What follows belongs to an exercise in optimizing a design on an open flow for small area; a production flow would make more cautious choices. The RTL was checked by simulation tests, not by an equivalence proof against the original design. The flow treats the clock pin as an ideal source, which a real chip does not have. No activity file was given, so power comes from the tool's default toggle rates.

--- flow/config.mk ---
export PLATFORM = sky130hd
export DESIGN_NAME = oled_snake_top
export DESIGN_NICKNAME = oled_snake_top
export VERILOG_FILES = /design/flow/design.v
export SDC_FILE = /design/flow/constraint.sdc
export NUM_CORES = 4
export LEC_CHECK = 0
export ABC_AREA = 1
export CAP_MARGIN = 20
export CORE_MARGIN = 2
export CORE_UTILIZATION = 75
export SLEW_MARGIN = 20
--- flow/constraint.sdc ---
create_clock -name core_clock -period 25.0 [get_ports {clk}]
set_input_delay 5.0000 -clock core_clock [delete_from_list [all_inputs] [get_ports {clk}]]
set_output_delay 5.0000 -clock core_clock [all_outputs]
set_load 0.01 [all_outputs]
--- flow/design.v ---
package oled_pkg;
	localparam int CELL_W    = 12;
	localparam int SNAKE_LEN = 10;
	localparam int N_PAGES   = 4;
	localparam int N_COLS    = 128;
	localparam int BODY_IDX_W = $clog2(SNAKE_LEN);
	localparam logic [BODY_IDX_W-1:0] LAST_CELL = BODY_IDX_W'(SNAKE_LEN - 1);
	localparam int SCLK_HALF = 2;	 
	localparam int BYTE_GAP  = 4;	 
	localparam int unsigned DEF_VDD_WAIT  = 32'd50;
	localparam int unsigned DEF_RES_LOW   = 32'd40;
	localparam int unsigned DEF_VBAT_WAIT = 32'd60;
	localparam int unsigned DEF_FRAME_GAP = 32'd200;
	localparam int N_INIT_CMDS = 12;
	localparam logic [8*N_INIT_CMDS-1:0] INIT_CMDS = {	 
		8'hAE, 8'h8D, 8'h14, 8'hD9, 8'hF1, 8'h81,
		8'h0F, 8'hA0, 8'hC0, 8'hDA, 8'h00, 8'hAF
	};
	localparam logic [7:0] CMD_ADDR_MODE = 8'h20;
	localparam logic [7:0] CMD_PAGE_MODE = 8'h10;
	localparam logic [7:0] CMD_PAGE_ADDR = 8'h22;
	localparam logic [1:0] DIR_RIGHT = 2'd0;
	localparam logic [1:0] DIR_LEFT  = 2'd1;
	localparam logic [1:0] DIR_DOWN  = 2'd2;
	localparam logic [1:0] DIR_UP    = 2'd3;
	localparam logic [2:0] PS_VDD    = 3'd0;
	localparam logic [2:0] PS_SEND   = 3'd1;
	localparam logic [2:0] PS_RES_LO = 3'd2;
	localparam logic [2:0] PS_RES_HI = 3'd3;
	localparam logic [2:0] PS_VBAT   = 3'd4;
	localparam logic [2:0] PS_DONE   = 3'd5;
	localparam logic [2:0] SE_IDLE  = 3'd0;
	localparam logic [2:0] SE_PLACE = 3'd1;
	localparam logic [2:0] SE_MOVE  = 3'd2;
	localparam logic [2:0] SE_CLEAR = 3'd3;
	localparam logic [2:0] SE_DRAW  = 3'd4;
	localparam logic [2:0] FW_GAP  = 3'd0;
	localparam logic [2:0] FW_DRAW = 3'd1;
	localparam logic [2:0] FW_MODE = 3'd2;
	localparam logic [2:0] FW_PAGE = 3'd3;
	localparam logic [2:0] FW_LOAD = 3'd4;
	localparam logic [2:0] FW_DATA = 3'd5;
	typedef logic [CELL_W-1:0] cell_loc_t;
endpackage
`timescale 1ns/10ps
module oled_snake_top #(
	parameter int unsigned vdd_wait  = 50,
	parameter int unsigned res_low   = 40,
	parameter int unsigned vbat_wait = 60,
	parameter int unsigned frame_gap = 200
) (
	input  logic clk,
	input  logic rstn,
	input  logic display,
	input  logic mv_l,
	input  logic mv_r,
	input  logic mv_u,
	input  logic mv_d,
	output logic oled_res,
	output logic oled_dc,
	output logic oled_sclk,
	output logic oled_sdin,
	output logic oled_vbat,
	output logic oled_vdd,
	output logic ready
);
	localparam logic [2:0] S_WAIT = 3'd0;	 
	localparam logic [2:0] S_CMD  = 3'd1;	 
	localparam logic [2:0] S_RES  = 3'd2;
	localparam logic [2:0] S_PCMD = 3'd3;	 
	localparam logic [2:0] S_GAP  = 3'd4;
	localparam logic [2:0] S_SNK  = 3'd5;	 
	localparam logic [2:0] S_PLC  = 3'd6;	 
	localparam logic [2:0] S_DATA = 3'd7;
	localparam logic [95:0] INIT_CMDS = {
		8'hAE, 8'h8D, 8'h14, 8'hD9, 8'hF1, 8'h81,
		8'h0F, 8'hA0, 8'hC0, 8'hDA, 8'h00, 8'hAF
	};
	logic [4:0] btn_sync, rel_n;
	logic [1:0] dir_e, dir_n;
	logic       ge, pe, shown;
	logic [2:0] st;
	logic [5:0] P;
	logic [6:0] col;
	logic [1:0] page;
	logic [7:0] dbyte;	 
	wire  [3:0] K = dbyte[3:0];
	logic [4:0] wrow;
	logic [6:0] wcol;
	logic [1:0] M [0:8];
	assign rel_n = btn_sync & ~{display, mv_d, mv_u, mv_l, mv_r};
	wire slot     = (st == S_CMD) || (st == S_PCMD) || (st == S_DATA);
	assign ready  = st[2] || st == S_PCMD;
	wire counting = (st == S_GAP) || (st == S_SNK) || (st == S_PLC) || (st == S_DATA);
	wire at_r      = (st == S_GAP) && P == 6'd63 && {page, col} == {2'd0, 7'd3};
	wire last_col  = {page, col} == {2'd3, 7'd127};
	wire do_place  = at_r && pe;
	wire do_move   = at_r && !pe && (ge ^ rel_n[4]) && shown;
	wire rise2     = rel_n[4] && !ge;	 
	always_comb begin
		dir_n = dir_e;
		if (rel_n[0])
			dir_n = 2'd0;
		else if (rel_n[1])
			dir_n = 2'd1;
		else if (rel_n[2])
			dir_n = 2'd3;
		else if (rel_n[3])
			dir_n = 2'd2;
	end
	wire walk     = (st == S_DATA) && (P[5:4] == 2'b01) && (P[3:0] <= 4'd9);
	wire [3:0] s  = P[3:0];
	wire wmove    = (st == S_DATA) && P[4] && (P[3:0] <= 4'd8);
	wire wshift   = (st == S_DATA) && P == 6'd25;
	logic [7:0] cbyte;
	always_comb begin
		if (st != S_PCMD)
			cbyte = INIT_CMDS[8*(11-int'(4'(K + 4'd2))) +: 8];	 
		else case (K[2:0])
			3'd2:    cbyte = 8'h20;
			3'd3:    cbyte = 8'h10;
			3'd4:    cbyte = 8'h22;
			3'd5:    cbyte = {6'd0, page};
			3'd6:    cbyte = 8'h00;
			default: cbyte = 8'h10;
		endcase
	end
	wire [2:0] bidx  = 3'd6 - P[4:2];	 
	wire       nbit  = (st == S_DATA) ? dbyte[bidx] : cbyte[bidx];
	wire       fall  = slot && P[1:0] == 2'b00 && P >= 6'd28 && P <= 6'd56;
	assign oled_sclk = !(slot && P >= 6'd29 && P <= 6'd58 && (P[0] ^ P[1]));
	assign oled_res  = !(st == S_RES && P >= 6'd10 && P <= 6'd48);
	assign oled_vdd  = st == S_WAIT && P == 6'd39 && K[3];	 
	logic [1:0] md;
	logic       minv;
	always_comb begin
		md   = wshift ? 2'd1 : M[8];
		minv = wmove && P[5];
	end
	wire mneg = md[0] ^ minv;
	always_ff @(posedge clk) begin
		if (do_place) begin
			wrow <= 5'd0;
			wcol <= 7'd0;
		end else if (do_move || wmove || wshift) begin
			if (md[1])
				wrow <= mneg ? wrow - 5'd1 : wrow + 5'd1;
			else
				wcol <= mneg ? wcol - 7'd1 : wcol + 7'd1;
		end
		if (do_move || wmove || st == S_PLC) begin
			M[0] <= (st == S_PLC) ? 2'd0 : wmove ? M[8] : dir_n;
			for (int i = 1; i < 9; i++)
				M[i] <= M[i-1];
		end
		if (walk)
			dbyte[7:4] <= nbyte[7:4];
	end
	logic [7:0] nbyte;
	always_comb
		for (int b = 0; b < 8; b++)
			nbyte[b] = (dbyte[b] && s != 4'd0) ||
				(shown && wrow[4:3] == page && wcol == 7'd0 && wrow[2:0] == 3'(b));
	always_ff @(posedge clk or negedge rstn) begin
		if (!rstn) begin
			btn_sync   <= '0;
			dir_e      <= 2'd0;
			ge         <= 1'b0;
			pe         <= 1'b0;
			shown      <= 1'b0;
			st         <= S_WAIT;
			P          <= 6'd39;
			col        <= '0;
			page       <= '0;
			dbyte[3:0] <= 4'd14;
			oled_vbat  <= 1'b1;
			oled_dc    <= 1'b0;
			oled_sdin  <= 1'b1;
		end else begin
			btn_sync <= {display, mv_d, mv_u, mv_l, mv_r};
			dir_e <= dir_n;
			ge    <= ge ^ rel_n[4];
			pe    <= (pe && !do_place) || rise2;
			if (st == S_WAIT && !K[3])	 
				oled_vbat <= 1'b0;
			if (slot && P == 6'd26)
				oled_dc <= (st == S_DATA);
			if (fall)
				oled_sdin <= nbit;
			P <= P + 6'd1;
			if (counting && P == 6'd63)
				{page, col} <= {page, col} + 9'd1;
			case (st)
			S_WAIT:
				if (P == 6'd24)
					st <= S_CMD;
			S_RES:	 
				if (P == 6'd63)
					st <= S_WAIT;
			S_CMD: if (P == 6'd63) begin
				P <= 6'd25;
				dbyte[3:0] <= K + 4'd1;
				if (K == 4'd14) begin
					st <= S_RES;
					P  <= 6'd9;
				end else if (K == 4'd2) begin
					st <= S_WAIT;
					P  <= 6'd29;
				end else if (K == 4'd9) begin
					st <= S_GAP;
					P  <= 6'd57;
				end
			end
			S_PCMD: if (P == 6'd63) begin
				P <= 6'd25;
				dbyte[3:0] <= K + 4'd1;
				if (K[2:0] == 3'd7) begin
					st <= S_DATA;
					P  <= 6'd16;
				end
			end
			S_GAP: if (at_r) begin
				st   <= pe ? S_PLC : S_SNK;
				page <= 2'd3;
				col  <= 7'd63;
				if (do_place || do_move)
					P <= 6'd41;
				else if (shown)
					P <= 6'd51;
				else
					P <= 6'd61;
				if (do_place)
					shown <= 1'b1;
			end
			S_SNK, S_PLC: if (P == 6'd63 && last_col) begin	 
				st <= S_PCMD;
				dbyte[3:0] <= 4'd2;
				P  <= 6'd25;
			end
			default: if (P == 6'd63) begin	 
				P <= 6'd16;
				if (col == 7'd127) begin
					if (last_col) begin
						st <= S_GAP;
						P  <= 6'd57;
					end else begin
						st <= S_PCMD;
						dbyte[3:0] <= 4'd4;
						P  <= 6'd25;
					end
				end
			end
			endcase
			if (walk)
				dbyte[3:0] <= nbyte[3:0];
		end
	end
endmodule
--- flow/flow/run.sh ---
#!/bin/bash
# The standard layout (standard.sh) with these changes:
#  - synthesis: flow/synth.tcl runs the standard flow's synthesis script with ABC's
#    combinational mapping done by flow/abc.script, and without ORFS's
#    mapping of adders to half/full adder cells (ADDER_MAP_FILE empty), so
#    that ABC optimises the counters' logic with the rest;
#  - the port buffers are the smallest buffer;
#  - the clock tree is built by flow/manual_cts.tcl (one root buffer on the
#    clock port's net feeding a few leaf buffers, each driving a k-means
#    cluster of flip-flops; the smallest such tree whose estimated clock-pin
#    slew is under 115 ps) before TritonCTS, which then leaves the buffered
#    clock net alone.
# Each ORFS step keeps its full log under orfs/logs; make's own output goes
# to make.log here.
set -euo pipefail
export OWN_WORK="$PWD"
export OWN_ABC_SCRIPT="$PWD/flow/abc.script"
export BUFFER_PORTS_ARGS="-buffer_cell sky130_fd_sc_hd__buf_1"
export PRE_CTS_TCL="$PWD/flow/manual_cts.tcl"
export CTS_ARGS="-clk_nets clk -sink_clustering_enable -repair_clock_nets -buf_list sky130_fd_sc_hd__clkbuf_16 -dont_use_dummy_load"
bash standard.sh SYNTH_SCRIPT="$PWD/flow/synth.tcl" ADDER_MAP_FILE= finish > make.log 2>&1
--- flow/flow/abc.script ---
strash; &get -n; &deepsyn -J 300 -T 400; &put; strash; dch -f; &get -n; &nf -R 1000; &put; strash; dch -f; &get -n; &nf -R 1000; &put
--- flow/flow/manual_cts.tcl ---
# Runs as the PRE_CTS hook of the standard flow (ORFS cts.tcl sources it
# right after loading the placed design). It builds the clock tree by hand:
# one root buffer on the clock port's net feeding K leaf buffers, each
# driving a k-means cluster of flip-flop clock pins. It tries trees from the
# smallest total buffer area up and keeps the first whose worst flip-flop
# clock-pin slew, estimated from the placement, is under 115 ps. TritonCTS
# then finds the clock net already buffered and leaves it alone.

proc mcts_clusters {K} {
  set block [ord::get_db_block]
  set dbu [$block getDbUnitsPerMicron]
  set pins {}
  set xs {}
  set ys {}
  foreach pin [get_pins -of_objects [get_nets clk] -filter "direction == input"] {
    set dbinst [sta::sta_to_db_inst [$pin instance]]
    set loc [$dbinst getLocation]
    lappend pins $pin
    lappend xs [expr {double([lindex $loc 0]) / $dbu}]
    lappend ys [expr {double([lindex $loc 1]) / $dbu}]
  }
  set n [llength $pins]
  set order [lsort -real -indices $xs]
  set cx {}
  set cy {}
  for {set k 0} {$k < $K} {incr k} {
    set i [lindex $order [expr {int(($k + 0.5) * $n / $K)}]]
    lappend cx [lindex $xs $i]
    lappend cy [lindex $ys $i]
  }
  set asg {}
  for {set it 0} {$it < 50} {incr it} {
    set asg {}
    for {set i 0} {$i < $n} {incr i} {
      set best 0
      set bd 1e18
      for {set k 0} {$k < $K} {incr k} {
        set d [expr {pow([lindex $xs $i] - [lindex $cx $k], 2) + pow([lindex $ys $i] - [lindex $cy $k], 2)}]
        if {$d < $bd} { set bd $d; set best $k }
      }
      lappend asg $best
    }
    for {set k 0} {$k < $K} {incr k} {
      set sx 0.0; set sy 0.0; set c 0
      for {set i 0} {$i < $n} {incr i} {
        if {[lindex $asg $i] == $k} { set sx [expr {$sx + [lindex $xs $i]}]; set sy [expr {$sy + [lindex $ys $i]}]; incr c }
      }
      if {$c > 0} { lset cx $k [expr {$sx / $c}]; lset cy $k [expr {$sy / $c}] }
    }
  }
  set groups {}
  for {set k 0} {$k < $K} {incr k} {
    set lp {}
    for {set i 0} {$i < $n} {incr i} { if {[lindex $asg $i] == $k} { lappend lp [lindex $pins $i] } }
    if {[llength $lp] > 0} { lappend groups [list [lindex $cx $k] [lindex $cy $k] $lp] }
  }
  return $groups
}

proc mcts_worst_slew {} {
  set worst 0.0
  foreach pin [all_registers -clock_pins] {
    foreach p {slew_max_rise slew_max_fall slew_min_rise slew_min_fall} {
      set s [get_property $pin $p]
      if {$s > $worst} { set worst $s }
    }
  }
  return $worst
}

proc mcts_insts {} {
  set names {}
  foreach inst [[ord::get_db_block] getInsts] { lappend names [$inst getName] }
  return $names
}

proc mcts_try {K leafcell rootcell tag} {
  set before [mcts_insts]
  set rx 0.0; set ry 0.0
  set groups [mcts_clusters $K]
  set k 0
  foreach g $groups {
    lassign $g x y lp
    set name clkleaf_${tag}_$k
    insert_buffer -buffer_cell $leafcell -net clk -load_pins $lp -location [list $x $y] -buffer_name $name -net_name clknet_${tag}_$k
    set rx [expr {$rx + $x / [llength $groups]}]
    set ry [expr {$ry + $y / [llength $groups]}]
    incr k
  }
  insert_buffer -buffer_cell $rootcell -net clk -location [list $rx $ry] -buffer_name clkroot_$tag -net_name clknet_root_$tag
  set made {}
  foreach name [mcts_insts] { if {[lsearch -exact $before $name] < 0} { lappend made $name } }
  set_propagated_clock [all_clocks]
  estimate_parasitics -placement
  set w [mcts_worst_slew]
  unset_propagated_clock [all_clocks]
  return [list $w $made]
}

set mcts_target 0.115
set mcts_done 0
set t 0
foreach cand {
  {2 sky130_fd_sc_hd__clkbuf_8} {3 sky130_fd_sc_hd__clkbuf_8} {2 sky130_fd_sc_hd__clkbuf_16}
  {4 sky130_fd_sc_hd__clkbuf_8} {5 sky130_fd_sc_hd__clkbuf_8} {3 sky130_fd_sc_hd__clkbuf_16}
  {6 sky130_fd_sc_hd__clkbuf_8} {4 sky130_fd_sc_hd__clkbuf_16} {7 sky130_fd_sc_hd__clkbuf_8}
  {5 sky130_fd_sc_hd__clkbuf_16} {6 sky130_fd_sc_hd__clkbuf_16} {8 sky130_fd_sc_hd__clkbuf_16}
} {
  lassign $cand K cell
  lassign [mcts_try $K $cell sky130_fd_sc_hd__clkbuf_4 $t] w made
  puts "manual clock tree: $K x [string range $cell 16 end] under a clkbuf_4 root: worst clock-pin slew [format %.1f [expr {$w * 1e3}]] ps ([llength $made] buffers)"
  if {$w < $mcts_target} { set mcts_done 1; break }
  remove_buffers $made
  if {[llength [get_pins -of_objects [get_nets clk] -filter "direction == input"]] != [llength [all_registers -clock_pins]]} { error "manual clock tree: undo failed" }
  incr t
}
if {!$mcts_done} { error "manual clock tree: no candidate met the slew target" }
--- flow/flow/synth.tcl ---
# The standard synthesis (synth_recipe.tcl, sourced unchanged below) with
# one change: the combinational logic is mapped by ABC with flow/abc.script,
# an area-oriented script, against a 25 ns delay target given in ps (the
# standard flow hands ABC the period in ns). Registers, their names and
# cell types are left as the standard synthesis makes them.
proc abc {args} {
  set i [lsearch -exact $args -script]
  if {$i >= 0} {
    lset args [expr {$i + 1}] $::env(OWN_ABC_SCRIPT)
  }
  set j [lsearch -exact $args -D]
  if {$j >= 0} {
    lset args [expr {$j + 1}] 25000
  }
  puts "own flow: abc $args"
  yosys abc {*}$args
}
source $::env(OWN_WORK)/synth_recipe.tcl
--- flow/standard.sh ---
#!/bin/bash
# synth_recipe.tcl (not shown) runs the flow's synth.tcl, then flattens the netlist and writes it again
# the make line also repeats each setting of config.mk as NAME=value (left out here)
make -C /OpenROAD-flow-scripts/flow DESIGN_CONFIG=/design/flow/config.mk WORK_HOME=/design/flow/orfs CLKGATE_MAP_FILE= SYNTH_SCRIPT=/design/flow/synth_recipe.tcl "${@:-finish}"
==> results of run 1 <==
metrics by stage:
stage | hold slack [ns] | area [um^2] | utilization | cells
final | 0.398 | 3460 | 0.801 | 405
after global routing | 0.404 | 3460 | 0.801 | 405
after CTS | 0.405 | 3460 | 0.801 | 405
after detailed placement | 0.405 | 3440 | 0.795 | 412
after global placement | 0.406 | 3440 | 0.795 | 412
after floorplan | 0.400 | 3320 | - | 347
state kept, by name, summed over array words and instances (netlist names), 2 cells and up:
name / flops
M: 18
dbyte: 8
col: 7
wcol: 7
P: 6
btn_sync: 5
wrow: 5
st: 3
dir_e: 2
page: 2
per-layer routing:
metal	global-route usage	vias up
li1	-	1287
met1	0.447	1298
met2	0.508	152
met3	0.0456	30
met4	0.0797	0
met5	0	-
critical path: stages, from the launching register on:
cell,delay [ns]
dfrtp_1,0.64
clkinv_1,0.37
nand2_1,0.21
nand2_1,0.10
nand2_1,0.08
a31oi_1,0.05
nand3_1,0.16
layout make-up, clock buffers not listed:
| type | instances | area (um^2) |
|---|---|---|
| Sequential cell | 69 | 1790 |
| Multi-Input combinational cell | 267 | 1490 |
| Fill cell | 281 | 862 |
| Tap cell | 52 | 65.1 |
| Inverter | 11 | 41.3 |
report_power, final:
group / switching [mW] / leakage (nW) / internal [mW]
clock network: 0.0326 / 0.0406 / 0.0198
registers: 0.000822 / 0.734 / 0.117
logic: 0.00145 / 0.533 / 0.00129
worst max-delay path by stage:
stage / startpoint / slack (ns) / end / cells past startpoint
6_report: st[2] / 17.98 / oled_sclk / 6
3_3_place_gp: display / 17.83 / M[7][0] / 6
3_5_place_dp: display / 17.69 / M[7][0] / 6
5_1_grt: st[2] / 17.93 / oled_sclk / 6
4_1_cts: display / 17.82 / M[6][0] / 5
2_1_floorplan: display / 18.20 / M[0][0] / 5
kinds of logic (layout without fill, tap and decap cells):
kind of cell	Yosys count	count (layout)	share of synthesized area
AOI/OAI and AO/OA	92	92	0.171
xor gates and xnor gates	15	15	0.0396
buffers and inverters	11	17	0.0124
and+or+nand+nor	159	159	0.235
muxes	1	1	0.00339
DFF	69	69	0.538
cells in the final DEF, fill, tap and decap left out, types with 4 or more instances in the layout:
| master | netlist | final |
|---|---|---|
| nand2_1 | 41 | 41 |
| or2_0 | 6 | 5 |
| xor2_1 | 6 | 6 |
| edfxtp_1 | 22 | 22 |
| o21ai_0 | 32 | 32 |
| a21oi_1 | 22 | 22 |
| dfxtp_1 | 12 | 12 |
| dfrtp_1 | 26 | 26 |
| nor2_1 | 32 | 32 |
| nor3_1 | 15 | 15 |
| dfstp_2 | 9 | 9 |
| o211ai_1 | 4 | 4 |
| xnor2_1 | 9 | 9 |
| clkbuf_8 | 0 | 5 |
| nand2b_1 | 13 | 13 |
| nand3_1 | 20 | 20 |
| and3_1 | 10 | 10 |
| clkinv_1 | 11 | 11 |
| a31oi_1 | 8 | 8 |
| nor2b_1 | 7 | 7 |
| and2_0 | 5 | 5 |
==> flow_metrics.py, run 1 <==
metrics = {
    "setup_path": {
        "crit_path_end_kind": "output pin",
        "path_max_fanout": 12,
        "worst-r2r-setup-slack_ns": 20.65,
        "path_class": "reg2out",
        "rr_startpoint": "P[4]",
        "critPathLaunchType": "flop",
        "required_ns": 20.00,
        "reg2regPathDepth": 15,
        "cp.arrival_ns": 2.02,
        "r2r_end": "dbyte[3]",
    },
    "drt": {
        "drt_iter0_drc": 395,
        "wirelength_mm": 7.59,
        "drtAntennaViolNets": 0,
        "drtPass1Iterations": 5,
        "drc": 0,
        "vias": 2767,
        "top_layer": "met4",
        "wire_per_inst_um": 18.7,
        "wl_met1_mm": 3.13,
        "wl_met3_um": 577,
        "wl_met2_mm": 3.61,
        "vias_per_cell": 6.83,
    },
    "run": {
        "max_cap_viol_count": 0,
    },
    "floorplan": {
        "rows": 24,
        "die_y_um": 70.5,
        "die_w_um": 70.5,
        "coreArea_mm2": 0.00432,
        "die-area_mm2": 0.00498,
        "boundaryPins": 14,
        "initial_utilization": 0.768,
    },
    "timing": {
        "timing.fmax_ghz": 0.143,
        "hold_viol": 0,
        "tightest_slew_ns": 0.753,
        "fin_setup_tns_ns": 0,
        "fin_ws_ns": 17.98,
        "drv_slew": 0,
        "fin_crit_ns": 7.02,
        "setup_viol": 0,
        "rsz0062_at_grt": "no",
        "finalClockSkew_ns": 0.0201,
        "fin_crit_sh": 0.281,
        "relSlewSlack": 0.496,
    },
    "synth": {
        "synthTopCellsByCount": "nand2_1 (41), nor2_1 (32), o21ai_0 (32)",
        "synth_ff_type": "dfrtp_1",
        "yosys_warnings": 2,
        "synth_nets": 354,
        "synth_area_leaders": "edfxtp_1 (20%), dfrtp_1 (20%), dfxtp_1 (7.2%)",
        "synth_most_common_cell": "nand2_1",
        "avgSynthCellArea_um2": 9.57,
        "syn_area_mm2": 0.00332,
        "synthCells": 347,
        "ys_seq_area_frac": 0.538,
        "yosysUniqueCellTypes": 47,
        "synth_edf_count": 22,
        "yosysTopAreaCellShare": 0.199,
        "async_flop_share": 0.507,
        "ys_ff_latch": 69,
        "yosys.area.top_type": "edfxtp_1",
    },
    "power_and_ir_drop": {
        "power.density_mw_per_mm2": 50.1,
        "power.leakage_nw": 1.31,
        "finalPower_uw": 173,
        "ir_drop_mv": 0.0463,
    },
    "grt": {
        "grt_pass1_vias": 2598,
        "grt_first_pass_wirelength_mm": 12.5,
        "antenna_found_initial": 0,
        "grt_max_degree": 36,
        "grt.overflow.total": 0,
        "track_usage": 0.310,
    },
    "clocking": {
        "path_clk_slew_ns": 0.10,
        "postCtsHoldBufs": 0,
        "clk_latency_ns": 0.41,
        "cts_resized": 0,
        "cts_setup_buffers": 0,
    },
    "final_layout": {
        "antenna_cells": 0,
        "area_growth_pct": 4.26,
        "drive_above_1_share": 0.0425,
        "fin_nets": 362,
    },
    "min_path": {
        "worstHoldPathType": "reg2reg",
        "min-delay-start": "M[2][0]",
        "holdPathStages": 0,
        "min_delay_worst_endpoint": "M[3][0]",
    },
    "placement": {
        "port_buffers": 13,
        "place_congestion": 0.939,
        "hpwl_mm": 5.37,
        "place_worst_setup_slack_ns": 17.69,
    },
    "status": {
        "status": "finished clean",
    },
}
==> run 2, diff against run 1 <==
--- a/flow/config.mk
+++ b/flow/config.mk
@@ -10,3 +10,3 @@
 export CORE_MARGIN = 2
-export CORE_UTILIZATION = 75
+export CORE_UTILIZATION = 60
 export SLEW_MARGIN = 20
==> run 2 against run 1 <==
Net effect: still clean on timing, DRC and antenna; register-to-register slack gained 0.04 ns; fmax grew 0.97%; highest routed layer unchanged; synthesized area is the same.
==> flow_metrics.py, run 2 <==
metrics = {
    "run": {
        "max_cap_viol_count": 0,
    },
    "min_path": {
        "holdPathStages": 0,
        "min_delay_worst_endpoint": "M[6][0]",
        "min-delay-start": "M[5][0]",
        "worstHoldPathType": "reg2reg",
    },
    "grt": {
        "antenna_found_initial": 0,
        "grt_first_pass_wirelength_mm": 12.2,
        "grt.overflow.total": 0,
        "track_usage": 0.244,
        "grt_max_degree": 36,
        "grt_pass1_vias": 2424,
    },
    "final_layout": {
        "largest_register_ffs": 18,
        "design_area_mm2": 0.00349,
        "biggestRegsByFlops": "M x18, dbyte x8",
        "fillers": 466,
        "final_util": 0.642,
        "drive_above_1_share": 0.0370,
        "final_common_cell": "nand2_1",
        "fin_nets": 360,
        "multi_input_area_mm2": 0.00149,
        "area_growth_pct": 5.20,
        "antenna_cells": 0,
        "seqCellArea_mm2": 0.00179,
        "regMostFlops": "M",
        "layout_common_cells": "nand2_1 (41), nor2_1 (32), o21ai_0 (32)",
    },
    "synth": {
        "ys_seq_area_frac": 0.538,
        "avgSynthCellArea_um2": 9.57,
        "synthCells": 347,
        "syn_area_mm2": 0.00332,
        "synth_most_common_cell": "nand2_1",
        "synth_ff_type": "dfrtp_1",
        "yosys_warnings": 2,
        "synth_nets": 354,
        "yosys.area.top_type": "edfxtp_1",
        "async_flop_share": 0.507,
        "ys_ff_latch": 69,
        "yosysUniqueCellTypes": 47,
        "synth_area_leaders": "edfxtp_1 (20%), dfrtp_1 (20%), dfxtp_1 (7.2%)",
        "synth_edf_count": 22,
        "yosysTopAreaCellShare": 0.199,
        "synthTopCellsByCount": "nand2_1 (41), nor2_1 (32), o21ai_0 (32)",
    },
    "timing": {
        "rsz0062_at_grt": "no",
        "timing.fmax_ghz": 0.144,
        "fin_crit_sh": 0.278,
        "fin_setup_tns_ns": 0,
        "drv_slew": 0,
        "fin_crit_ns": 6.95,
        "finalClockSkew_ns": 0.0111,
        "fin_ws_ns": 18.05,
        "hold_viol": 0,
        "relSlewSlack": 0.474,
        "setup_viol": 0,
        "tightest_slew_ns": 0.786,
    },
    "clocking": {
        "path_clk_slew_ns": 0.09,
        "postCtsHoldBufs": 0,
        "cts_resized": 0,
        "cts_setup_buffers": 0,
        "clk_latency_ns": 0.39,
    },
    "setup_path": {
        "crit_path_end_kind": "output pin",
        "path_class": "reg2out",
        "critPathLaunchType": "flop",
        "worst-r2r-setup-slack_ns": 20.69,
        "path_max_fanout": 14,
        "reg2regPathDepth": 15,
        "r2r_end": "dbyte[3]",
        "cp.arrival_ns": 1.95,
        "rr_startpoint": "P[4]",
        "required_ns": 20.00,
    },
    "power_and_ir_drop": {
        "power.leakage_nw": 1.31,
        "power.density_mw_per_mm2": 50.7,
        "ir_drop_mv": 0.0492,
    },
    "floorplan": {
        "rows": 27,
        "initial_utilization": 0.611,
        "die_y_um": 78.4,
        "die_w_um": 78.4,
        "die-area_mm2": 0.00615,
        "coreArea_mm2": 0.00544,
        "boundaryPins": 14,
    },
    "drt": {
        "drtAntennaViolNets": 0,
        "wirelength_mm": 7.19,
        "vias": 2632,
        "drt_iter0_drc": 215,
        "drtPass1Iterations": 5,
        "vias_per_cell": 6.22,
        "drc": 0,
        "wire_per_inst_um": 17.0,
    },
    "placement": {
        "hpwl_mm": 5.22,
        "post_dp_cell_area_mm2": 0.00346,
        "place_worst_setup_slack_ns": 17.68,
        "place_congestion": 0.939,
        "port_buffers": 13,
    },
    "status": {
        "status": "finished clean",
    },
}
[run 2: cell counts after synthesis]
Identical to the previous run, type by type.
[run 2: metal layers]
layer / part of all wire / global-route usage
met2: 0.46 / 0.391
met1: 0.47 / 0.381
met5: 0 / 0
met4: 0.015 / 0.0263
met3: 0.053 / 0.0184
[run 2: worst max-delay path by stage]
stage | startpoint | to | slack (ns) | cells past startpoint
after floorplan | display | M[0][0] | 18.20 | 5
after global placement | display | M[3][0] | 17.77 | 6
after detailed placement | display | M[7][0] | 17.68 | 6
after CTS | display | M[7][0] | 17.79 | 5
after global routing | P[4] | oled_sclk | 17.92 | 6
final | P[4] | oled_sclk | 18.05 | 6
[run 2: metrics by stage]
step	power (mW)	hold slack (ns)	std cells
after floorplan	0.122	0.400	347
after global placement	0.125	0.403	432
after detailed placement	0.125	0.405	432
after CTS	0.166	0.405	423
after global routing	0.181	0.433	423
final	0.177	0.425	423
[run 2: cell type report, clock buffers not listed]
| cell class | instances | share of cell area |
|---|---|---|
| Multi-Input combinational cell | 267 | 0.427 |
| Tap cell | 72 | 0.0258 |
| Sequential cell | 69 | 0.512 |
| Inverter | 11 | 0.0118 |
[run 2: cells by family after synthesis]
group / count (synthesis) / synth area share
xor gates and xnor gates: 15 / 0.0396
and+or+nand+nor: 159 / 0.235
DFF: 69 / 0.538
muxes: 1 / 0.00339
buffers and inverters: 11 / 0.0124
AOI/OAI and AO/OA: 92 / 0.171
[run 2: critical path, cell delays in order (launching register included)]
cell and delay, ns:
dfrtp_1 0.62, and2_0 0.35, nand2_1 0.11, nand2b_1 0.08, nand2_1 0.06, a31oi_1 0.17, nand3_1 0.17
[run 2: report_power, final]
part | total, mW | internal (mW) | switching (mW) | leakage (nW)
combinational | 0.00278 | 0.00129 | 0.00149 | 0.533
clock | 0.0560 | 0.0234 | 0.0326 | 0.0416
sequential | 0.118 | 0.117 | 0.000837 | 0.734
total | 0.177 | 0.142 | 0.0350 | 1.31
==> run 3, diff against run 2 <==
--- a/flow/flow/manual_cts.tcl
+++ b/flow/flow/manual_cts.tcl
@@ -99,2 +99,5 @@
 
+# Every instance that exists before (the port buffers among them) must be
+# there after: the undo of a rejected tree removes only that tree's buffers.
+set mcts_start [mcts_insts]
 set mcts_target 0.115
@@ -112,3 +115,3 @@
   if {$w < $mcts_target} { set mcts_done 1; break }
-  remove_buffers $made
+  remove_buffers {*}$made
   if {[llength [get_pins -of_objects [get_nets clk] -filter "direction == input"]] != [llength [all_registers -clock_pins]]} { error "manual clock tree: undo failed" }
@@ -117 +120,5 @@
 if {!$mcts_done} { error "manual clock tree: no candidate met the slew target" }
+set mcts_now [mcts_insts]
+foreach name $mcts_start {
+  if {[lsearch -exact $mcts_now $name] < 0} { error "manual clock tree: instance $name was lost" }
+}
--- a/flow/config.mk
+++ b/flow/config.mk
@@ -10,3 +10,3 @@
 export CORE_MARGIN = 2
-export CORE_UTILIZATION = 60
+export CORE_UTILIZATION = 85
 export SLEW_MARGIN = 20
==> run 3 against run 2 <==
Net effect: the flow now stops in global placement without I/O; synthesized cell count unchanged; synthesized area unchanged.
==> flow_metrics.py, run 3 <==
metrics = {
    "status": {
        "status": "stopped before the end",
        "haltStage": "global placement without I/O",
        "tool.error": "[ERROR GPL-0301] Utilization 100.657 % exceeds 100%.",
    },
    "floorplan": {
        "rows": 22,
        "die_y_um": 66.5,
        "initial_utilization": 0.894,
        "die_w_um": 66.5,
    },
    "synth": {
        "synth_nets": 354,
        "synth_ff_type": "dfrtp_1",
        "synth_most_common_cell": "nand2_1",
        "yosys.area.top_type": "edfxtp_1",
        "yosys_warnings": 2,
        "synthCells": 347,
        "synth_edf_count": 22,
        "ys_seq_area_frac": 0.538,
        "ys_ff_latch": 69,
        "synth_area_leaders": "edfxtp_1 (20%), dfrtp_1 (20%), dfxtp_1 (7.2%)",
        "syn_area_mm2": 0.00332,
        "synth_mux_area_frac": 0.00339,
        "avgSynthCellArea_um2": 9.57,
        "async_flop_share": 0.507,
        "yosysUniqueCellTypes": 47,
        "synth_adder_area_share": 0,
        "synth_xor_area_frac": 0.0396,
        "synth_top_family_by_area": "simple AND/OR/NAND/NOR gates",
        "synth-simple-area-share": 0.235,
        "yosysTopAreaCellShare": 0.199,
        "synthTopCellsByCount": "nand2_1 (41), nor2_1 (32), o21ai_0 (32)",
        "synth_compound_area_frac": 0.171,
    },
}
==> run 3: cell counts after synthesis <==
No cell type changed its count.
==> run 3: cells by family after synthesis <==
kind of cell	Yosys count
AO/OA/AOI/OAI	92
XOR/XNOR	15
buffers and inverters	11
flip-flops	69
multiplexers	1
AND/OR/NAND/NOR	159
==> run 4, diff against run 3 <==
--- a/flow/config.mk
+++ b/flow/config.mk
@@ -10,3 +10,3 @@
 export CORE_MARGIN = 2
-export CORE_UTILIZATION = 85
+export CORE_UTILIZATION = 75
 export SLEW_MARGIN = 20
==> run 4 against run 3 <==
Net effect: now clean on timing, DRC and antenna; synthesized cell count is the same; synthesized area is the same.
==> flow_metrics.py, run 4 <==
metrics = {
    "setup_path": {
        "r2r_end": "dbyte[3]",
        "rr_startpoint": "P[4]",
        "crit_top_cell": "nand2_1",
        "path_class": "reg2out",
        "crit_slowest_cell": "dfrtp_1",
        "critical_path.top_delay_family": "flip-flops",
        "path_buf_inv": 2,
        "required_ns": 20.00,
        "worst-r2r-setup-slack_ns": 20.64,
        "crit_path_end_kind": "output pin",
        "cp_cell_sequence": "clkinv_1 -> nand2_1 -> nand2_1 -> nand2_1 -> a31oi_1 -> nand3_1 -> buf_1",
        "cp.arrival_ns": 2.13,
        "reg2regPathDepth": 15,
        "critPathLaunchType": "flop",
        "max_stage_delay_ns": 0.64,
        "path_max_fanout": 12,
    },
    "floorplan": {
        "die_w_um": 70.5,
        "initial_utilization": 0.768,
        "boundaryPins": 14,
        "rows": 24,
        "die_y_um": 70.5,
        "coreArea_mm2": 0.00432,
        "die-area_mm2": 0.00498,
    },
    "grt": {
        "grt_first_pass_wirelength_mm": 12.5,
        "grt.overflow.total": 0,
        "grt_max_degree": 36,
        "grt_pass1_vias": 2647,
        "track_usage": 0.311,
        "antenna_found_initial": 0,
    },
    "drt": {
        "wire_per_inst_um": 18.1,
        "vias": 2825,
        "wirelength_mm": 7.57,
        "drt_iter0_drc": 392,
        "drtPass1Iterations": 5,
        "drtAntennaViolNets": 0,
        "drc": 0,
        "vias_per_cell": 6.76,
    },
    "placement": {
        "place_congestion": 0.939,
        "port_buffers": 13,
        "place_worst_setup_slack_ns": 17.69,
        "hpwl_mm": 5.37,
        "post_dp_cell_area_mm2": 0.00344,
    },
    "power_and_ir_drop": {
        "p_int_uw": 139,
        "swShare": 0.209,
        "clockPowerShare": 0.302,
        "ir_drop_mv": 0.0499,
        "p_sw_uw": 36.6,
        "power.share.sequential": 0.674,
        "power.leakage_nw": 1.33,
        "power.density_mw_per_mm2": 49.9,
        "power_frac_comb": 0.024,
    },
    "final_layout": {
        "design_area_mm2": 0.00351,
        "antenna_cells": 0,
        "final_util": 0.812,
        "fin_nets": 375,
        "area_growth_pct": 5.76,
        "drive_above_1_share": 0.0437,
        "largest_register_ffs": 18,
        "fillers": 284,
        "regMostFlops": "M",
        "layout_common_cells": "nand2_1 (41), nor2_1 (32), o21ai_0 (32)",
        "biggestRegsByFlops": "M x18, dbyte x8",
        "final_common_cell": "nand2_1",
    },
    "timing": {
        "fin_crit_sh": 0.285,
        "timing.fmax_ghz": 0.140,
        "hold_viol": 0,
        "setup_viol": 0,
        "fin_crit_ns": 7.13,
        "drv_slew": 0,
        "relSlewSlack": 0.411,
        "rsz0062_at_grt": "no",
        "finalHoldWorstSlack_ns": 0.399,
        "fin_ws_ns": 17.87,
        "fin_setup_tns_ns": 0,
        "tightest_slew_ns": 0.884,
        "finalClockSkew_ns": 0.0204,
    },
    "synth": {
        "yosys_warnings": 2,
        "synth_edf_count": 22,
        "synthCells": 347,
        "async_flop_share": 0.507,
        "synth_most_common_cell": "nand2_1",
        "yosys.area.top_type": "edfxtp_1",
        "synthTopCellsByCount": "nand2_1 (41), nor2_1 (32), o21ai_0 (32)",
        "synth_area_leaders": "edfxtp_1 (20%), dfrtp_1 (20%), dfxtp_1 (7.2%)",
        "yosysUniqueCellTypes": 47,
        "ys_ff_latch": 69,
        "synth_ff_type": "dfrtp_1",
        "syn_area_mm2": 0.00332,
        "synth_nets": 354,
        "ys_seq_area_frac": 0.538,
        "avgSynthCellArea_um2": 9.57,
        "yosysTopAreaCellShare": 0.199,
    },
    "min_path": {
        "worstHoldPathType": "reg2reg",
        "holdPathStages": 0,
        "min-delay-start": "M[2][1]",
        "min_delay_worst_endpoint": "M[3][1]",
    },
    "clocking": {
        "clk_latency_ns": 0.40,
        "postCtsHoldBufs": 0,
        "path_clk_slew_ns": 0.10,
        "cts_setup_buffers": 0,
        "cts_resized": 0,
    },
    "run": {
        "max_cap_viol_count": 0,
    },
    "status": {
        "status": "finished clean",
    },
}
## run 4: cell counts after synthesis
No cell type changed its count.
## run 4: cells by family (layout without fill, tap and decap cells)
family,Yosys count,after routing,share of synthesized area
XOR/XNOR,15,15,0.0396
AO/OA/AOI/OAI,92,92,0.171
flip-flops,69,69,0.538
buffers and inverters,11,30,0.0124
AND/OR/NAND/NOR,159,159,0.235
multiplexers,1,1,0.00339
## run 4: worst max-delay path by stage
stage	startpoint	cells past startpoint	slack, ns	endpoint
after floorplan	display	5	18.20	M[0][0]
after global placement	display	6	17.83	M[7][0]
after detailed placement	display	6	17.69	M[7][0]
after CTS	display	6	17.72	M[6][0]
after global routing	st[2]	7	17.84	oled_sclk
final	st[2]	7	17.87	oled_sclk
## run 4: cell type report, clock buffers not listed
cell class / instances / area [um^2] / share of cell area
Sequential cell: 69 / 1790 / 0.509
Inverter: 11 / 41.3 / 0.0118
Tap cell: 52 / 65.1 / 0.0185
Timing Repair Buffer: 13 / 50.0 / 0.0143
Multi-Input combinational cell: 267 / 1490 / 0.425
## run 4: through the flow
| step | instances | power, mW |
|---|---|---|
| 3_3_place_gp | 412 | 0.125 |
| 5_1_grt | 418 | 0.179 |
| 6_report | 418 | 0.175 |
| 2_1_floorplan | 347 | 0.122 |
| 4_1_cts | 418 | 0.164 |
| 3_5_place_dp | 412 | 0.125 |
## run 4: power groups by stage
stage	Combinational, mW	Sequential (mW)	Clock, mW
2_1_floorplan	0.00210	0.120	0
3_3_place_gp	0.00412	0.120	0
3_5_place_dp	0.00429	0.120	0
4_1_cts	0.00427	0.120	0.0394
5_1_grt	0.00491	0.118	0.0559
6_report	0.00422	0.118	0.0528
## run 4: worst register-to-register path, stage by stage (launching register included)
cell and delay [ns]:
dfrtp_1 0.62, and2_0 0.34, nand2_1 0.11, nor2_1 0.18, and2_0 0.28, and3_1 0.26, and2_0 0.20, and3_1 0.24
and3_1 0.28, nand2_1 0.14, nor2_1 0.20, a32o_1 0.26, or2_0 0.40, nor2_1 0.17, or4_1 0.51, o211ai_1 0.12
## run 4: metal layers
| layer | track usage | up-vias | wire length (um) |
|---|---|---|---|
| li1 | - | 1316 | - |
| met1 | 0.443 | 1303 | 2980 |
| met2 | 0.509 | 173 | 3560 |
| met3 | 0.0499 | 33 | 745 |
| met4 | 0.0839 | 0 | 280 |
| met5 | 0 | - | 0 |
==> run 5, diff against run 4 <==
--- a/flow/design.v
+++ b/flow/design.v
@@ -128,3 +128,4 @@
 	wire [2:0] bidx  = 3'd6 - P[4:2];	 
-	wire       nbit  = (st == S_DATA) ? dbyte[bidx] : cbyte[bidx];
+	wire [7:0] obyte = (st == S_DATA) ? dbyte : cbyte;
+	wire       nbit  = obyte[bidx];
 	wire       fall  = slot && P[1:0] == 2'b00 && P >= 6'd28 && P <= 6'd56;
--- a/flow/flow/manual_cts.tcl
+++ b/flow/flow/manual_cts.tcl
@@ -3,4 +3,5 @@
 # one root buffer on the clock port's net feeding K leaf buffers, each
-# driving a k-means cluster of flip-flop clock pins. It tries trees from the
-# smallest total buffer area up and keeps the first whose worst flip-flop
+# driving a cluster of flip-flop clock pins (k-means clusters, or a balanced
+# recursive split at the median). It tries trees from the smallest total
+# buffer area up and keeps the first whose worst flip-flop
 # clock-pin slew, estimated from the placement, is under 115 ps. TritonCTS
@@ -59,2 +60,36 @@
 
+# Balanced alternative: split the pins recursively at the median of the
+# longer side of their bounding box, into groups of (nearly) equal size.
+proc mcts_split {pts K} {
+  if {$K <= 1 || [llength $pts] <= 1} { return [list $pts] }
+  set xs [lmap p $pts {lindex $p 0}]
+  set ys [lmap p $pts {lindex $p 1}]
+  set dx [expr {[tcl::mathfunc::max {*}$xs] - [tcl::mathfunc::min {*}$xs]}]
+  set dy [expr {[tcl::mathfunc::max {*}$ys] - [tcl::mathfunc::min {*}$ys]}]
+  set idx [expr {$dx >= $dy ? 0 : 1}]
+  set sorted [lsort -real -index $idx $pts]
+  set k1 [expr {$K / 2}]
+  set cut [expr {int(round(double([llength $pts]) * $k1 / $K))}]
+  return [concat [mcts_split [lrange $sorted 0 [expr {$cut - 1}]] $k1] [mcts_split [lrange $sorted $cut end] [expr {$K - $k1}]]]
+}
+
+proc mcts_bisect {K} {
+  set block [ord::get_db_block]
+  set dbu [$block getDbUnitsPerMicron]
+  set pts {}
+  foreach pin [get_pins -of_objects [get_nets clk] -filter "direction == input"] {
+    set loc [[sta::sta_to_db_inst [$pin instance]] getLocation]
+    lappend pts [list [expr {double([lindex $loc 0]) / $dbu}] [expr {double([lindex $loc 1]) / $dbu}] $pin]
+  }
+  set groups {}
+  foreach g [mcts_split $pts $K] {
+    if {[llength $g] == 0} continue
+    set sx 0.0; set sy 0.0
+    foreach p $g { set sx [expr {$sx + [lindex $p 0]}]; set sy [expr {$sy + [lindex $p 1]}] }
+    set n [llength $g]
+    lappend groups [list [expr {$sx / $n}] [expr {$sy / $n}] [lmap p $g {lindex $p 2}]]
+  }
+  return $groups
+}
+
 proc mcts_worst_slew {} {
@@ -76,6 +111,6 @@
 
-proc mcts_try {K leafcell rootcell tag} {
+proc mcts_try {K leafcell rootcell tag how} {
   set before [mcts_insts]
   set rx 0.0; set ry 0.0
-  set groups [mcts_clusters $K]
+  set groups [$how $K]
   set k 0
@@ -108,3 +143,3 @@
   {4 sky130_fd_sc_hd__clkbuf_8} {5 sky130_fd_sc_hd__clkbuf_8} {3 sky130_fd_sc_hd__clkbuf_16}
-  {6 sky130_fd_sc_hd__clkbuf_8} {4 sky130_fd_sc_hd__clkbuf_16} {7 sky130_fd_sc_hd__clkbuf_8}
+  {6 sky130_fd_sc_hd__clkbuf_8} {7 sky130_fd_sc_hd__clkbuf_8} {4 sky130_fd_sc_hd__clkbuf_16}
   {5 sky130_fd_sc_hd__clkbuf_16} {6 sky130_fd_sc_hd__clkbuf_16} {8 sky130_fd_sc_hd__clkbuf_16}
@@ -112,8 +147,11 @@
   lassign $cand K cell
-  lassign [mcts_try $K $cell sky130_fd_sc_hd__clkbuf_4 $t] w made
-  puts "manual clock tree: $K x [string range $cell 16 end] under a clkbuf_4 root: worst clock-pin slew [format %.1f [expr {$w * 1e3}]] ps ([llength $made] buffers)"
-  if {$w < $mcts_target} { set mcts_done 1; break }
-  remove_buffers {*}$made
-  if {[llength [get_pins -of_objects [get_nets clk] -filter "direction == input"]] != [llength [all_registers -clock_pins]]} { error "manual clock tree: undo failed" }
-  incr t
+  foreach how {mcts_clusters mcts_bisect} {
+    lassign [mcts_try $K $cell sky130_fd_sc_hd__clkbuf_4 $t $how] w made
+    puts "manual clock tree: $K x [string range $cell 16 end] under a clkbuf_4 root, $how: worst clock-pin slew [format %.1f [expr {$w * 1e3}]] ps ([llength $made] buffers)"
+    if {$w < $mcts_target} { set mcts_done 1; break }
+    remove_buffers {*}$made
+    if {[llength [get_pins -of_objects [get_nets clk] -filter "direction == input"]] != [llength [all_registers -clock_pins]]} { error "manual clock tree: undo failed" }
+    incr t
+  }
+  if {$mcts_done} break
 }
--- a/flow/config.mk
+++ b/flow/config.mk
@@ -10,3 +10,3 @@
 export CORE_MARGIN = 2
-export CORE_UTILIZATION = 75
+export CORE_UTILIZATION = 80
 export SLEW_MARGIN = 20
==> run 5 against run 4 <==
Net effect: synthesized area down 0.26%; sequential share of layout area up 0.37 points; hold slack better by 0.028 ns; final cell count down 1.4%; routed wire length up 7.2%; clock skew down 0.0060 ns; core utilization up 6.0 points; largest power group unchanged; first-iteration DRC count up 55%; highest routed layer unchanged; register-to-register slack worse by 0.09 ns.
==> flow_metrics.py, run 5 <==
metrics = {
    "timing": {
        "finalHoldWorstSlack_ns": 0.427,
        "fin_setup_tns_ns": 0,
        "drv_slew": 0,
        "fin_crit_sh": 0.286,
        "relSlewSlack": 0.405,
        "setup_viol": 0,
        "timing.fmax_ghz": 0.140,
        "rsz0062_at_grt": "no",
        "fin_crit_ns": 7.15,
        "tightest_slew_ns": 0.893,
        "finalClockSkew_ns": 0.0144,
        "hold_viol": 0,
    },
    "power_and_ir_drop": {
        "power.density_mw_per_mm2": 49.2,
        "ir_drop_mv": 0.0495,
        "power.leakage_nw": 1.37,
    },
    "placement": {
        "hpwl_mm": 5.60,
        "port_buffers": 13,
        "post_dp_cell_area_mm2": 0.00342,
        "place_congestion": 0.910,
    },
    "drt": {
        "drtPass1Iterations": 5,
        "wire_per_inst_um": 19.7,
        "vias_per_cell": 7.05,
        "drc": 0,
        "drtAntennaViolNets": 0,
        "wirelength_mm": 8.11,
        "drt_iter0_drc": 606,
        "vias": 2905,
    },
    "grt": {
        "grt_max_degree": 36,
        "grt.overflow.total": 0,
        "track_usage": 0.382,
        "antenna_found_initial": 0,
        "grt_pass1_vias": 2784,
        "grt_first_pass_wirelength_mm": 13.3,
    },
    "synth": {
        "yosysUniqueCellTypes": 46,
        "synthTopCellsByCount": "nand2_1 (42), o21ai_0 (33), nor2_1 (30)",
        "synth_ff_type": "dfrtp_1",
        "yosysTopAreaCellShare": 0.199,
        "synth_nets": 351,
        "synth_most_common_cell": "nand2_1",
        "yosys.area.top_type": "edfxtp_1",
        "yosys_warnings": 2,
        "async_flop_share": 0.507,
        "ys_seq_area_frac": 0.540,
        "ys_ff_latch": 69,
        "avgSynthCellArea_um2": 9.63,
        "syn_area_mm2": 0.00331,
        "synthCells": 344,
        "synth_edf_count": 22,
        "synth_area_leaders": "edfxtp_1 (20%), dfrtp_1 (20%), dfxtp_1 (7.3%)",
    },
    "final_layout": {
        "regMostFlops": "M",
        "area_growth_pct": 5.29,
        "largest_register_ffs": 18,
        "fin_nets": 371,
        "multi_input_area_mm2": 0.00148,
        "biggestRegsByFlops": "M x18, dbyte x8",
        "design_area_mm2": 0.00349,
        "seqCellArea_mm2": 0.00179,
        "drive_above_1_share": 0.0414,
        "layout_common_cells": "nand2_1 (42), o21ai_0 (33), nor2_1 (30)",
        "final_common_cell": "nand2_1",
        "final_util": 0.872,
        "antenna_cells": 0,
        "fillers": 206,
    },
    "min_path": {
        "worstHoldPathType": "reg2reg",
        "holdPathStages": 0,
    },
    "setup_path": {
        "critPathLaunchType": "flop",
        "crit_path_end_kind": "output pin",
        "required_ns": 20.00,
        "path_class": "reg2out",
        "path_max_fanout": 17,
        "cp.arrival_ns": 2.15,
        "reg2regPathDepth": 16,
    },
    "floorplan": {
        "die_w_um": 68.3,
        "coreArea_mm2": 0.00400,
        "rows": 23,
        "initial_utilization": 0.828,
        "die_y_um": 68.3,
        "die-area_mm2": 0.00467,
        "boundaryPins": 14,
    },
    "clocking": {
        "clk_latency_ns": 0.39,
        "cts_resized": 0,
        "postCtsHoldBufs": 0,
        "cts_setup_buffers": 0,
        "path_clk_slew_ns": 0.11,
    },
    "run": {
        "max_cap_viol_count": 0,
    },
    "status": {
        "status": "finished clean",
    },
}
[run 5: cell types whose count changed in the layout (fill, tap and decap cells not counted), sizes merged, moves of 3 or more]
cell    change
a21oi       +3
nand3       -3
o31ai       +4
nand4       +3
a221o       -3
mux2i       +6
xor2        +3
nand2b      -3
xnor2       -3
nor3        -6
[run 5: layout make-up, clock buffers not listed]
cell class | count | area share
inverter | 13 | 0.0140
multi-input combinational | 262 | 0.423
sequential | 69 | 0.513
tap | 50 | 0.0179
timing repair buffer | 13 | 0.0144
[run 5: layer usage]
layer  part of all wire  vias up  GRT usage
li1                   -     1296          -
met1               0.39     1361      0.522
met2               0.49      216      0.610
met3              0.098       32     0.0839
met4              0.030        0      0.123
met5                  0        -     0.0125
[run 5: per-stage QoR]
stage	worst slack [ns]	std cells	power (mW)
2_1_floorplan	18.05	344	0.123
3_3_place_gp	17.81	407	0.125
3_5_place_dp	17.56	407	0.125
4_1_cts	17.56	412	0.160
5_1_grt	17.73	412	0.175
6_report	17.85	412	0.171
[run 5: final timing paths]
path / start / end / slack (ns)
max: P[3] / oled_res / 17.85
min: M[3][1] / M[4][1] / 0.43
max reg2reg: P[3] / wcol[6] / 20.55
min reg2reg: M[3][1] / M[4][1] / 0.43
max in group asynchronous: rstn / page[1] / 19.73
min in group asynchronous: rstn / st[0] / 4.71
[run 5: logic make-up after synthesis]
group,synth area share
xor gates and xnor gates,0.0397
muxes,0.0215
AOI/OAI and AO/OA,0.164
and+or+nand+nor,0.221
buffers and inverters,0.0147
DFF,0.540
[run 5: worst max-delay path, cell delays in order (launching register included)]
cell	delay, ns
dfrtp_1	0.72
clkinv_1	0.29
nand2b_1	0.29
nand3_1	0.11
o211ai_1	0.15
buf_1	0.18
[run 5: power breakdown]
group | switching (mW) | internal, mW
combinational | 0.00300 | 0.00139
clock | 0.0323 | 0.0164
sequential | 0.000963 | 0.117
==> run 6, diff against run 5 <==
--- a/flow/config.mk
+++ b/flow/config.mk
@@ -10,3 +10,3 @@
 export CORE_MARGIN = 2
-export CORE_UTILIZATION = 80
+export CORE_UTILIZATION = 75
 export SLEW_MARGIN = 20
==> run 6 against run 5 <==
Net effect: critical endpoint unchanged; fmax grew 0.43%; largest cell class unchanged; critical path type unchanged; worst setup slack gained 0.030 ns; routed wire length shrank 6.2%; sequential power is essentially flat; die area grew 6.3%; first-iteration DRC count shrank 48%; synthesized area is the same; still clean on timing, DRC and antenna.
==> flow_metrics.py, run 6 <==
metrics = {
    "setup_path": {
        "rr_startpoint": "P[2]",
        "critPathLaunchType": "flop",
        "cp.arrival_ns": 2.12,
        "required_ns": 20.00,
        "crit_path_end_kind": "output pin",
        "crit_start": "st[2]",
        "path_max_fanout": 16,
        "path_class": "reg2out",
    },
    "floorplan": {
        "die-area_mm2": 0.00496,
        "die_y_um": 70.5,
        "coreArea_mm2": 0.00429,
        "die_w_um": 70.5,
        "initial_utilization": 0.771,
        "rows": 24,
        "boundaryPins": 14,
    },
    "final_layout": {
        "fillers": 305,
        "multi_input_area_mm2": 0.00148,
        "regMostFlops": "M",
        "fin_nets": 372,
        "seqCellArea_mm2": 0.00179,
        "biggestRegsByFlops": "M x18, dbyte x8",
        "area_growth_pct": 5.78,
        "layout_common_cells": "nand2_1 (42), o21ai_0 (33), nor2_1 (30)",
        "final_common_cell": "nand2_1",
        "drive_above_1_share": 0.0441,
        "largest_register_ffs": 18,
        "design_area_mm2": 0.00350,
        "antenna_cells": 0,
    },
    "timing": {
        "relSlewSlack": 0.406,
        "fin_setup_tns_ns": 0,
        "finalClockSkew_ns": 0.0543,
        "fin_crit_ns": 7.12,
        "hold_viol": 0,
        "drv_slew": 0,
        "finalHoldWorstSlack_ns": 0.388,
        "timing.fmax_ghz": 0.141,
        "setup_viol": 0,
        "fin_crit_sh": 0.285,
        "rsz0062_at_grt": "no",
        "tightest_slew_ns": 0.891,
    },
    "power_and_ir_drop": {
        "clockPowerShare": 0.294,
        "power.density_mw_per_mm2": 49.6,
        "p_int_uw": 138,
        "power.leakage_nw": 1.37,
        "power_frac_comb": 0.025,
        "swShare": 0.202,
        "power.share.sequential": 0.681,
        "ir_drop_mv": 0.0426,
        "p_sw_uw": 35.2,
    },
    "grt": {
        "grt_max_degree": 36,
        "grt_first_pass_wirelength_mm": 12.8,
        "antenna_found_initial": 0,
        "grt.overflow.total": 0,
        "track_usage": 0.320,
        "grt_pass1_vias": 2652,
    },
    "drt": {
        "drtPass1Iterations": 5,
        "wire_per_inst_um": 18.3,
        "vias_per_cell": 6.65,
        "drtAntennaViolNets": 0,
        "wirelength_mm": 7.61,
        "vias": 2761,
        "drt_iter0_drc": 316,
        "drc": 0,
    },
    "synth": {
        "yosysTopAreaCellShare": 0.199,
        "synth_area_leaders": "edfxtp_1 (20%), dfrtp_1 (20%), dfxtp_1 (7.3%)",
        "yosysUniqueCellTypes": 46,
        "async_flop_share": 0.507,
        "synth_nets": 351,
        "synth_ff_type": "dfrtp_1",
        "synthCells": 344,
        "ys_seq_area_frac": 0.540,
        "synthTopCellsByCount": "nand2_1 (42), o21ai_0 (33), nor2_1 (30)",
        "synth_edf_count": 22,
        "yosys.area.top_type": "edfxtp_1",
        "syn_area_mm2": 0.00331,
        "synth_most_common_cell": "nand2_1",
        "avgSynthCellArea_um2": 9.63,
        "yosys_warnings": 2,
        "ys_ff_latch": 69,
    },
    "clocking": {
        "cts_setup_buffers": 0,
        "cts_resized": 0,
        "postCtsHoldBufs": 0,
        "clk_latency_ns": 0.41,
        "path_clk_slew_ns": 0.11,
    },
    "placement": {
        "post_dp_cell_area_mm2": 0.00343,
        "place_congestion": 0.918,
        "port_buffers": 13,
        "hpwl_mm": 5.33,
    },
    "min_path": {
        "worstHoldPathType": "reg2reg",
        "min-delay-start": "M[7][0]",
    },
    "status": {
        "status": "finished clean",
    },
    "run": {
        "max_cap_viol_count": 0,
    },
}
[run 6: cell types whose count changed in the layout (fill, tap and decap cells not counted), sizes merged]
cell    change
clkbuf      +1
[run 6: final timing paths]
kind	slack, ns	cells after the start	to
max in group asynchronous	19.68	1	oled_dc
max reg2reg	20.65	17	wcol[6]
min	0.39	0	M[8][0]
max	17.88	5	oled_res
min in group asynchronous	4.69	1	col[3]
min reg2reg	0.39	0	M[8][0]
[run 6: area by class of cell, clock buffers not listed]
cell class / instances / share of cell area
multi-input combinational: 262 / 0.421
timing repair buffer: 13 / 0.0143
inverter: 13 / 0.0139
tap: 52 / 0.0186
sequential: 69 / 0.510
[run 6: cells by family after synthesis]
logic type	Yosys count	synth area share
compound gates	92	0.164
xor+xnor	15	0.0397
buf+inv	13	0.0147
flops	69	0.540
mux	7	0.0215
simple gates	148	0.221
[run 6: power groups by stage]
stage	clock, mW	combinational [mW]	sequential, mW
2_1_floorplan	0	0.00228	0.120
3_3_place_gp	0	0.00417	0.120
3_5_place_dp	0	0.00448	0.121
4_1_cts	0.0393	0.00440	0.121
5_1_grt	0.0546	0.00510	0.119
6_report	0.0510	0.00431	0.118
[run 6: worst max-delay path, cell delays in order (launching register included)]
cell and delay, ns:
dfrtp_1 0.72, clkinv_1 0.38, nand2_1 0.25, nor2_1 0.06
o211ai_1 0.11, buf_1 0.18
[run 6: layer usage]
metal / vias to the layer above / share of wire / global-route usage
met3: 24 / 0.094 / 0.0476
met5: - / 0 / 0
li1: 1290 / - / -
met1: 1290 / 0.40 / 0.447
met4: 0 / 0.025 / 0.0876
met2: 157 / 0.48 / 0.526
[run 6: stage by stage]
step	instances	worst slack [ns]	total power, mW	util
after global routing	415	17.67	0.178	0.816
after global placement	409	17.80	0.125	0.798
after CTS	415	17.61	0.164	0.816
after detailed placement	409	17.61	0.125	0.798
after floorplan	344	18.05	0.123	-
final	415	17.88	0.174	0.816
==> run 7, diff against run 6 <==
--- a/flow/flow/run.sh
+++ b/flow/flow/run.sh
@@ -10,3 +10,3 @@
 #    cluster of flip-flops; the smallest such tree whose estimated clock-pin
-#    slew is under 115 ps) before TritonCTS, which then leaves the buffered
+#    slew is under 105 ps) before TritonCTS, which then leaves the buffered
 #    clock net alone.
==> flow/flow/abc.script (replaced) <==
strash; &get -n; &deepsyn -J 1000 -T 900; &put; strash; dch -f; &get -n; &nf -R 1000; &put; strash; dch -f; &get -n; &nf -R 1000; &put
--- a/flow/flow/manual_cts.tcl
+++ b/flow/flow/manual_cts.tcl
@@ -6,3 +6,3 @@
 # buffer area up and keeps the first whose worst flip-flop
-# clock-pin slew, estimated from the placement, is under 115 ps. TritonCTS
+# clock-pin slew, estimated from the placement, is under 105 ps. TritonCTS
 # then finds the clock net already buffered and leaves it alone.
@@ -137,3 +137,3 @@
 set mcts_start [mcts_insts]
-set mcts_target 0.115
+set mcts_target 0.105
 set mcts_done 0
--- a/flow/config.mk
+++ b/flow/config.mk
@@ -10,3 +10,3 @@
 export CORE_MARGIN = 2
-export CORE_UTILIZATION = 75
+export CORE_UTILIZATION = 80
 export SLEW_MARGIN = 20
==> run 7 against run 6 <==
Net effect: still clean on timing, DRC and antenna; register-to-register slack got worse by 0.06 ns; critical path depth unchanged; fmax fell by 0.47%; die area fell by 5.9%; clock power rose by 4.5%; sequential share of layout area is essentially flat; synthesized area unchanged; core utilization is 5.9 points higher; final cell count fell by 0.48%; worst setup slack got worse by 0.034 ns; combinational power rose by 2%; hold slack better by 0.037 ns; largest power group unchanged.
==> flow_metrics.py, run 7 <==
metrics = {
    "timing": {
        "relSlewSlack": 0.401,
        "hold_viol": 0,
        "rsz0062_at_grt": "no",
        "fin_setup_tns_ns": 0,
        "finalClockSkew_ns": 0.0292,
        "finalHoldWorstSlack_ns": 0.425,
        "drv_slew": 0,
        "tightest_slew_ns": 0.898,
        "fin_crit_sh": 0.286,
        "timing.fmax_ghz": 0.140,
        "setup_viol": 0,
        "fin_crit_ns": 7.15,
    },
    "power_and_ir_drop": {
        "swShare": 0.213,
        "p_sw_uw": 37.4,
        "clockPowerShare": 0.303,
        "power.leakage_nw": 1.37,
        "power_frac_comb": 0.025,
        "power.density_mw_per_mm2": 50.3,
        "power.share.sequential": 0.672,
        "ir_drop_mv": 0.0629,
        "p_int_uw": 139,
    },
    "drt": {
        "drtPass1Iterations": 5,
        "vias": 2935,
        "wire_per_inst_um": 19.5,
        "vias_per_cell": 7.11,
        "wirelength_mm": 8.06,
        "drt_iter0_drc": 592,
        "drc": 0,
        "drtAntennaViolNets": 0,
    },
    "grt": {
        "grt.overflow.total": 0,
        "antenna_found_initial": 0,
        "grt_first_pass_wirelength_mm": 13.3,
        "grt_max_degree": 36,
        "grt_pass1_vias": 2857,
        "track_usage": 0.378,
    },
    "final_layout": {
        "regMostFlops": "M",
        "fillers": 199,
        "antenna_cells": 0,
        "fin_nets": 372,
        "biggestRegsByFlops": "M x18, dbyte x8",
        "layoutNonFillerInstCount": 413,
        "final_util": 0.875,
        "largest_register_ffs": 18,
        "layout_common_cells": "nand2_1 (42), o21ai_0 (33), nor2_1 (30)",
        "area_growth_pct": 5.70,
        "design_area_mm2": 0.00350,
        "final_common_cell": "nand2_1",
        "drive_above_1_share": 0.0441,
    },
    "run": {
        "max_cap_viol_count": 0,
    },
    "synth": {
        "synth_area_leaders": "edfxtp_1 (20%), dfrtp_1 (20%), dfxtp_1 (7.3%)",
        "synthCells": 344,
        "synth_ff_type": "dfrtp_1",
        "yosysUniqueCellTypes": 46,
        "synth_nets": 351,
        "synthTopCellsByCount": "nand2_1 (42), o21ai_0 (33), nor2_1 (30)",
        "async_flop_share": 0.507,
        "ys_seq_area_frac": 0.540,
        "avgSynthCellArea_um2": 9.63,
        "ys_ff_latch": 69,
        "yosys_warnings": 2,
        "syn_area_mm2": 0.00331,
        "synth_edf_count": 22,
        "yosys.area.top_type": "edfxtp_1",
        "synth_most_common_cell": "nand2_1",
        "yosysTopAreaCellShare": 0.199,
    },
    "placement": {
        "place_congestion": 0.910,
        "hpwl_mm": 5.60,
        "dp.cells": 407,
        "port_buffers": 13,
        "post_dp_cell_area_mm2": 0.00342,
    },
    "setup_path": {
        "max_stage_delay_ns": 0.75,
        "path_max_fanout": 16,
        "critical_path.top_delay_family": "flip-flops",
        "cp.arrival_ns": 2.15,
        "crit_path_end_kind": "output pin",
        "critPathLaunchType": "flop",
        "reg2regPathDepth": 16,
        "path_buf_inv": 2,
        "path_class": "reg2out",
        "path_depth": 5,
        "crit_slowest_cell": "dfrtp_1",
        "required_ns": 20.00,
        "cp_cell_sequence": "clkinv_1 -> nand2_1 -> nor2_1 -> o211ai_1 -> buf_1",
    },
    "floorplan": {
        "coreArea_mm2": 0.00400,
        "die_w_um": 68.3,
        "rows": 23,
        "boundaryPins": 14,
        "initial_utilization": 0.828,
        "die-area_mm2": 0.00467,
        "die_y_um": 68.3,
    },
    "clocking": {
        "clk_latency_ns": 0.40,
        "cts_resized": 0,
        "postCtsHoldBufs": 0,
        "path_clk_slew_ns": 0.10,
        "cts_setup_buffers": 0,
    },
    "status": {
        "status": "finished clean",
    },
    "min_path": {
        "worstHoldPathType": "reg2reg",
        "holdPathStages": 0,
    },
}
[run 7: cell counts after synthesis]
Identical to the previous run, type by type.
[run 7: final timing paths]
path                            slack (ns)     endpoint     from
max in group asynchronous            19.70      oled_dc     rstn
min in group asynchronous             4.71  btn_sync[2]     rstn
worst max-delay path                 17.85     oled_res    st[2]
worst max register to register       20.59      wcol[6]     P[3]
worst min register to register        0.43      M[4][1]  M[3][1]
worst min-delay path                  0.43      M[4][1]  M[3][1]
[run 7: power groups by stage]
stage,Combinational (mW),Clock (mW),Sequential (mW)
6_report,0.00441,0.0533,0.118
3_3_place_gp,0.00409,0,0.120
4_1_cts,0.00442,0.0393,0.121
5_1_grt,0.00499,0.0558,0.119
2_1_floorplan,0.00228,0,0.120
3_5_place_dp,0.00444,0,0.120
[run 7: per-stage QoR]
stage | total power [mW] | setup WS [ns]
final | 0.176 | 17.85
after global routing | 0.179 | 17.76
after CTS | 0.164 | 17.52
after detailed placement | 0.125 | 17.56
after global placement | 0.125 | 17.81
after floorplan | 0.123 | 18.05
[run 7: metal layers]
metal | GRT usage | wire, um
met1 | 0.494 | 3050
met2 | 0.610 | 3870
met3 | 0.0938 | 850
met4 | 0.145 | 287
met5 | 0 | 0
[run 7: logic make-up after synthesis]
| kind of cell | after synthesis | share of synthesized area |
|---|---|---|
| AOI/OAI and AO/OA | 92 | 0.164 |
| xor gates and xnor gates | 15 | 0.0397 |
| buffers and inverters | 13 | 0.0147 |
| DFF | 69 | 0.540 |
| muxes | 7 | 0.0215 |
| and+or+nand+nor | 148 | 0.221 |
[run 7: layout make-up, clock buffers not listed]
type | instances | area, um^2 | share of cell area
flip-flops and latches | 69 | 1790 | 0.511
repair buffers | 13 | 50.0 | 0.0143
inverters | 13 | 48.8 | 0.0139
multi-input cells | 262 | 1480 | 0.421
well taps | 50 | 62.6 | 0.0179

[port drivers added, routing unchanged]
The results above use ideal ports. As a check the final layouts listed here were re-extracted and re-timed, cells and wires unchanged.
Step 1 assumes that a clkbuf_16 drives the clock port and a buf_2 every other input.
Step 2 also shifts input and output timing later by t, the mid clock arrival at the registers, as if the neighbouring blocks saw the same clock.
Three values: ideal ports, drivers, drivers and shift; two values: the first two.
run | t (ns) | setup WS [ns] | worst setup path after step 2
run 1 | 0.422 | 17.984 / 17.958 / 18.067 | input to register
run 2 | 0.409 | 18.051 / 18.027 / 18.075 | input to register
run 4 | 0.419 | 17.871 / 17.846 / 18.001 | input to register
run 5 | 0.409 | 17.855 / 17.829 / 17.548 | input to register
run 6 | 0.405 | 17.885 / 17.859 / 17.625 | input to register
run 7 | 0.412 | 17.851 / 17.825 / 17.525 | input to register
After both steps setup and hold are still met in every run listed. For run 7, which loses most, drivers alone change the setup slack by -0.026 ns; drivers and shift together by -0.326 ns.
